From an optimization exercise on the open Yosys and OpenROAD flow, aimed at small area; shortcuts taken in it are not production practice. In this exercise RTL edits were held to simulation tests only and were not proved equivalent to the original. Power figures rest on the tool's default switching activity, not on a simulated workload.

==> flow/design.v <==
package regfile_scoreboard_pkg;
  localparam int DATA_W  = 32;
  localparam int ADDR_W  = 5;
  localparam int CNT_W   = 2;
  localparam int NREGS   = 2 ** ADDR_W;
  localparam int CNT_MAX = (2 ** CNT_W) - 1;
  typedef logic [DATA_W-1:0] data_t;
  typedef logic [ADDR_W-1:0] reg_idx_t;
  typedef logic [CNT_W-1:0]  cnt_t;
  localparam reg_idx_t REG_ZERO  = '0;
  localparam cnt_t     CNT_ONE   = cnt_t'(1);
  localparam cnt_t     CNT_LIMIT = cnt_t'(CNT_MAX);
endpackage
module wb_scoreboard (
  input  logic     clk,
  input  logic     reset,
  input  logic     we,
  input  regfile_scoreboard_pkg::reg_idx_t write_reg,
  input  logic     issue_valid,
  input  logic     issue_writes,
  input  regfile_scoreboard_pkg::reg_idx_t issue_reg,
  input  regfile_scoreboard_pkg::reg_idx_t read_reg1,
  input  regfile_scoreboard_pkg::reg_idx_t read_reg2,
  input  logic     src1_used,
  input  logic     src2_used,
  output logic     stall,
  output logic     err_underflow
);
  regfile_scoreboard_pkg::cnt_t             cnt [regfile_scoreboard_pkg::NREGS];
  logic [regfile_scoreboard_pkg::NREGS-1:0] underflow;
  logic             iss;
  logic             haz1, haz2, dst_full;
  assign cnt[0]       = '0;
  assign underflow[0] = 1'b0;
  for (genvar g = 1; g < regfile_scoreboard_pkg::NREGS; g++) begin : g_cnt
    regfile_scoreboard_pkg::cnt_t cnt_r;
    logic iss_hit, ret_hit;
    assign iss_hit      = iss && (issue_reg == regfile_scoreboard_pkg::reg_idx_t'(g));
    assign ret_hit      = we && (write_reg == regfile_scoreboard_pkg::reg_idx_t'(g));
    assign underflow[g] = ret_hit && !iss_hit && (cnt_r == '0);
    assign cnt[g]       = cnt_r;
    always_ff @(posedge clk) begin
      if (reset) begin
        cnt_r <= '0;
      end else if (iss_hit && !ret_hit) begin
        cnt_r <= cnt_r + regfile_scoreboard_pkg::CNT_ONE;
      end else if (ret_hit && !iss_hit && cnt_r != '0) begin
        cnt_r <= cnt_r - regfile_scoreboard_pkg::CNT_ONE;
      end
    end
  end
  always_comb begin
    haz1     = 1'b0;
    haz2     = 1'b0;
    dst_full = 1'b0;
    if (src1_used && read_reg1 != regfile_scoreboard_pkg::REG_ZERO)
      haz1 = (cnt[read_reg1] > regfile_scoreboard_pkg::CNT_ONE) ||
             (cnt[read_reg1] == regfile_scoreboard_pkg::CNT_ONE && !(we && write_reg == read_reg1));
    if (src2_used && read_reg2 != regfile_scoreboard_pkg::REG_ZERO)
      haz2 = (cnt[read_reg2] > regfile_scoreboard_pkg::CNT_ONE) ||
             (cnt[read_reg2] == regfile_scoreboard_pkg::CNT_ONE && !(we && write_reg == read_reg2));
    if (issue_writes)
      dst_full = (cnt[issue_reg] == regfile_scoreboard_pkg::CNT_LIMIT) && !(we && write_reg == issue_reg);
  end
  assign stall = issue_valid && (haz1 || haz2 || dst_full);
  assign iss   = issue_valid && issue_writes && (issue_reg != regfile_scoreboard_pkg::REG_ZERO) && !stall;
  always_ff @(posedge clk) begin
    if (reset)
      err_underflow <= 1'b0;
    else if (|underflow)
      err_underflow <= 1'b1;
  end
endmodule
module regfile_scoreboard (
  input  logic                 clk,
  input  logic                 reset,
  input  logic [31:0]          WriteData,
  input  logic [4:0]           WriteReg,
  input  logic                 RegWrite,
  input  logic [4:0]           ReadReg1,
  input  logic [4:0]           ReadReg2,
  input  logic                 Src1Used,
  input  logic                 Src2Used,
  input  logic                 IssueValid,
  input  logic                 IssueWrites,
  input  logic [4:0]           IssueReg,
  output logic [31:0]          ReadData1,
  output logic [31:0]          ReadData2,
  output logic                 Stall,
  output logic                 ErrUnderflow
);
  regfile_scoreboard_pkg::data_t rf [regfile_scoreboard_pkg::NREGS];
  logic  we;
  assign we = RegWrite && (WriteReg != regfile_scoreboard_pkg::REG_ZERO);
  always_ff @(posedge clk) begin
    if (reset) begin
      for (int i = 0; i < regfile_scoreboard_pkg::NREGS; i++)
        rf[i] <= '0;
    end
    else if (we)
      rf[WriteReg] <= WriteData;
  end
  always_comb begin
    ReadData1 = '0;
    if (ReadReg1 != regfile_scoreboard_pkg::REG_ZERO)
      ReadData1 = (we && WriteReg == ReadReg1) ? WriteData
                                               : rf[ReadReg1];
    ReadData2 = '0;
    if (ReadReg2 != regfile_scoreboard_pkg::REG_ZERO)
      ReadData2 = (we && WriteReg == ReadReg2) ? WriteData
                                               : rf[ReadReg2];
  end
  wb_scoreboard u_sb (
    .clk           (clk),
    .reset         (reset),
    .we            (we),
    .write_reg     (WriteReg),
    .issue_valid   (IssueValid),
    .issue_writes  (IssueWrites),
    .issue_reg     (IssueReg),
    .read_reg1     (ReadReg1),
    .read_reg2     (ReadReg2),
    .src1_used     (Src1Used),
    .src2_used     (Src2Used),
    .stall         (Stall),
    .err_underflow (ErrUnderflow)
  );
endmodule
==> flow/run.sh <==
#!/bin/bash
# synth_recipe.tcl (not shown) runs the flow's synth.tcl, then flattens the netlist and writes it again
# the make line also repeats each setting of config.mk as NAME=value (left out here)
make -C /OpenROAD-flow-scripts/flow DESIGN_CONFIG=/design/flow/config.mk WORK_HOME=/design/flow/orfs CLKGATE_MAP_FILE= SYNTH_SCRIPT=/design/flow/synth_recipe.tcl finish
==> flow/config.mk <==
export PLATFORM = sky130hd
export DESIGN_NAME = regfile_scoreboard
export DESIGN_NICKNAME = regfile_scoreboard
export VERILOG_FILES = /design/flow/design.v
export SDC_FILE = /design/flow/constraint.sdc
export NUM_CORES = 4
export LEC_CHECK = 0
export CAP_MARGIN = 20
export CORE_MARGIN = 2
export CORE_UTILIZATION = 40
export SLEW_MARGIN = 20
==> flow/constraint.sdc <==
create_clock -name core_clock -period 5.5 [get_ports {clk}]
set_input_delay 1.1000 -clock core_clock [delete_from_list [all_inputs] [get_ports {clk}]]
set_output_delay 1.1000 -clock core_clock [all_outputs]
set_load 0.01 [all_outputs]
==> run summary <==
routing by layer:
layer	vias to the layer above	GRT usage, %
met5	-	0
met4	2	12.38
met3	506	4.364
met2	2253	45.37
met1	20960	36.21
li1	16470	-
registers in the layout (all words and copies together) (netlist names):
| signal | flops |
|---|---|
| u_sb.err_underflow | 1 |
| u_sb.g_cnt.cnt_r | 62 |
| rf | 1024 |
path summary, 6_finish.rpt:
check / start / end / cells past startpoint
setup / recovery: ReadReg1[2] / ReadData1[22] / 10
hold / removal: u_sb.g_cnt[11].cnt_r[1] / u_sb.g_cnt[11].cnt_r[1] / 2
setup reg to reg: u_sb.g_cnt[24].cnt_r[1] / u_sb.g_cnt[15].cnt_r[0] / 12
hold reg to reg: u_sb.g_cnt[11].cnt_r[1] / u_sb.g_cnt[11].cnt_r[1] / 2
cell families after synthesis:
family / count (synthesis)
multiplexers: 737
buffers and inverters: 444
XOR/XNOR: 17
other: 1
AO/OA/AOI/OAI: 364
AND/OR/NAND/NOR: 1533
flip-flops: 1087
where the power goes:
group          switching, mW  internal, mW  leakage, nW
sequential             0.215          9.49         10.3
combinational           1.53          1.39         11.6
clock                   3.46          4.69         1.90
total                   5.20          15.6         23.8
through the flow:
step | instance area (sq um) | total power, mW
after floorplan | 61150 | 11.46
after global placement | 66430 | 12.74
after detailed placement | 66430 | 12.78
after CTS | 70310 | 20.84
after global routing | 70320 | 21.29
final | 70330 | 20.77
worst register-to-register path: stages (launching register included):
cell and delay (ns):
sky130_fd_sc_hd__dfxtp_1 0.48, sky130_fd_sc_hd__mux2_1 0.44, sky130_fd_sc_hd__nand3_1 0.10, sky130_fd_sc_hd__and4_1 0.19, sky130_fd_sc_hd__o2111ai_1 0.12, sky130_fd_sc_hd__a211o_1 0.26
sky130_fd_sc_hd__a221o_2 0.50, sky130_fd_sc_hd__nor2_4 0.42, sky130_fd_sc_hd__nand2_1 0.34, sky130_fd_sc_hd__buf_4 0.26, sky130_fd_sc_hd__nor3_1 0.28, sky130_fd_sc_hd__o21a_1 0.17
sky130_fd_sc_hd__nor3_1 0.05
cell usage in the layout (no fill, tap or decap), drive strengths merged, types with 17 or more instances in the layout:
| cell | count |
|---|---|
| edfxtp | 1024 |
| and2 | 1000 |
| mux4 | 641 |
| buf | 284 |
| nor2 | 144 |
| clkbuf | 128 |
| clkdlybuf4s50 | 115 |
| a211oi | 103 |
| mux2i | 84 |
| nand2 | 80 |
| dfxtp | 63 |
| o21ai | 62 |
| nor3 | 62 |
| a21oi | 61 |
| clkinv | 60 |
| nand2b | 48 |
| conb | 32 |
| or2 | 30 |
| nand3 | 28 |
| nor2b | 24 |
| and3 | 21 |
| bufinv | 18 |
| o21a | 17 |
layout make-up:
cell class / count / area, sq um / area share (%)
multi-input cells: 2683 / 27650 / 39.31
flip-flops and latches: 1087 / 32010 / 45.52
clock buffers: 128 / 2948 / 4.192
inverters: 9 / 43.79 / 0.06227
diodes: 5 / 12.51 / 0.01779
repair buffers: 399 / 4200 / 5.972
well taps: 2030 / 2540 / 3.612
clock inverters: 86 / 924.6 / 1.315
timing repair:
item                                    CTS  global route
pin swaps                                 0             0
endpoints found under the setup margin    2             1
setup buffers                             0             0
resized for setup                         2             1
==> results.rst <==
.. list-table::
   :header-rows: 1

   * - Metric
     - Value
   * - Wire length on met3
     - 18340 um
   * - Top-level I/O count
     - 125
   * - CP peak stage delay
     - 0.56 ns
   * - Worst clock skew
     - 0.05300 ns
   * - CTS tree
     - done
   * - Most common cell on crit path
     - sky130_fd_sc_hd__buf_12
   * - Final setup TNS
     - 0 ns
   * - Type of origin of the critical path
     - input pin
   * - Worst slew slack as a fraction of its limit
     - 24.36%
   * - Worst IR Drop VDD
     - 0.2717 mV
   * - Routed wire per std cell
     - ~34 um
   * - Warnings from Yosys
     - 3
   * - Ordered list of cells on the worst path
     - clkdlybuf4s50_1 -> buf_12 -> inv_6 -> buf_12 -> buf_12 -> mux4_2 -> mux2i_1 -> a211oi_1 -> buf_4 -> clkdlybuf4s50_1
   * - Final Max Tran Viols
     - 0
   * - Std-Cell Core Area
     - 151700 sq um
   * - Die W
     - 394.6 um
   * - Post-Synthesis Cells
     - 4183
   * - Commonest cells in the synthesized netlist
     - sky130_fd_sc_hd__edfxtp_1, sky130_fd_sc_hd__and2_1, sky130_fd_sc_hd__mux4_2, sky130_fd_sc_hd__clkbuf_1, sky130_fd_sc_hd__nor2_1
   * - Kind of critical path
     - in -> out
   * - Number of global-route vias before repair
     - 40.04k
   * - Final count of negative-setup-slack endpoints
     - 0
   * - Maximum fanout along the worst path
     - 19
   * - Post-synthesis mux area share
     - 25.25%
   * - Number of H-tree branching levels
     - 3
   * - Final worst-path setup slack
     - 0.09359 ns
   * - Period minus WS final
     - 5.406 ns
   * - Xor/xnor share of the synthesized area
     - less than 1%
   * - Wire length reported by the detailed router
     - ~220000 um
   * - Cells after DPL
     - 6208
   * - Total routing resource utilization after global routing
     - 27.61%
   * - WP data required
     - 4.40 ns
   * - Remaining design rule violation count
     - 0
   * - Pre-CTS WS
     - -0.1838 ns
   * - Fillcell total
     - 13.23k
   * - Mapped Area
     - 61030 sq um
   * - Share of the yosys chip area belonging to registers
     - 52.45%
   * - Nets
     - 4354
   * - Cell type group with the largest total delay on the critical path
     - buffers and inverters
   * - Number of antenna violations at the first check in global routing
     - 10
   * - Most used flip-flop cell after synthesis
     - sky130_fd_sc_hd__edfxtp_1
   * - Via Count
     - 40.20k
   * - Worst path buffer plus inverter count
     - 7
   * - Clock slew at the register clock pins of the worst setup and hold paths
     - 0.06 ns
   * - Leakage power figure
     - 23.79 nW
   * - Power density of the placed cells
     - 295.4 nW/um^2
   * - Crit end category
     - primary output
   * - Met2 wirelength from detailed routing
     - 105200 um
   * - Adder-cell share of the synthesized area
     - 0%
   * - Largest family of logic cells by synthesized area
     - multiplexers
   * - PortBufs
     - about 120
   * - Top Layer Used
     - met5
   * - Number of clock sinks
     - 1087
   * - TritonCTS buffer count
     - around 120
   * - Most used standard cell by instance count after synthesis
     - sky130_fd_sc_hd__edfxtp_1
   * - Max_cap viols
     - 0
   * - Number of iterations in the first detailed-routing pass
     - 6
   * - Setup repair after global routing missed its margin
     - no
   * - Fraction of the mapped netlist area in compound gates
     - 4.184%
   * - Setup slack, reg-to-reg
     - between 1.5 and 2 ns
   * - Worst min-delay path category
     - reg -> reg
   * - Period utilization
     - 98.30%
   * - Slew of the pin with the lowest slew margin
     - roughly 1.1 ns
   * - Root buffer selected by CTS
     - sky130_fd_sc_hd__clkbuf_16
   * - Final core occ
     - 46.35%
   * - Worst-Skew Late Latency
     - between 0.7 and 0.8 ns
   * - Average cell area after synthesis
     - between 10 and 15 sq um
   * - Endpoint arrival time on the critical path
     - 4.31 ns
   * - Routability Congestion
     - 0.9419
   * - Mean number of vias per cell
     - 6.254
   * - Fraction of post-synthesis cell area in the top cell type by area
     - between 50% and 60%
   * - Hold Worst Slack
     - around 0.61 ns
   * - Grt total ovfl
     - 0
   * - DP Wirelength
     - 134400 um
   * - Area fraction in and, or, nand and nor cells after synthesis
     - around 15%
   * - Top cell type by total area after synthesis
     - sky130_fd_sc_hd__edfxtp_1
   * - Main area contributors after synthesis
     - sky130_fd_sc_hd__edfxtp_1, sky130_fd_sc_hd__mux4_2, sky130_fd_sc_hd__and2_1
   * - Hold buffer count at CTS
     - 0
   * - Effective utilization at floorplan
     - around 40%
   * - Peak clock frequency supported by timing
     - 185.0 MHz
   * - Post-synth ARST share
     - 0%
   * - Register bit count reported by yosys
     - 1087
   * - Run status
     - finished clean
   * - Met1 layer wirelength in the final routing
     - approximately 83000 um
   * - Final antenna-violating net count
     - 0
   * - Number of distinct library cells after synthesis
     - 95
   * - Cell with the biggest individual delay on the critical path
     - sky130_fd_sc_hd__mux4_2
   * - Overall die height
     - 394.6 um
   * - Die area
     - 155700 sq um
   * - Number of design-rule violations left by the first detailed-router iteration
     - 5021
   * - Final number of hold-violating endpoints
     - 0
   * - Largest net degree at the start of global routing
     - 77
   * - Number of rows in the core area
     - 143
   * - Wire length of the first global-routing pass
     - 305100 um
   * - Area added between synthesis and finish
     - 15.24%
   * - Non-filler instance count after layout
     - 6427
   * - Maximum clock path buffer count
     - 3
   * - Proportion of layout cells with a drive suffix above 1
     - between 20% and 30%
   * - Post-synth EDFFs
     - between 1k and 1.5k

[re-timing with driven ports]
Ports are ideal in the flow. The routed layout listed here was re-timed in OpenROAD.
Step 1 sets driving cells, clkbuf_16 on the clock port and buf_2 on the other inputs (assumed; they add their load-dependent delay and slew).
Step 2 also shifts input and output timing later by t, the mid clock arrival at the registers, as if the neighbouring blocks saw the same clock.
a / b / c = no drivers / after step 1 / after step 2; a / b = the first two.
shift t [ns]: 0.809
setup slack, ns: 0.094 / 0.073 / 0.073
worst hold slack (ns): 0.612 / 0.612 / 0.612
After both steps setup and hold are still met in this run. For this run, drivers alone change the setup slack by -0.021 ns; drivers and shift together by -0.021 ns.
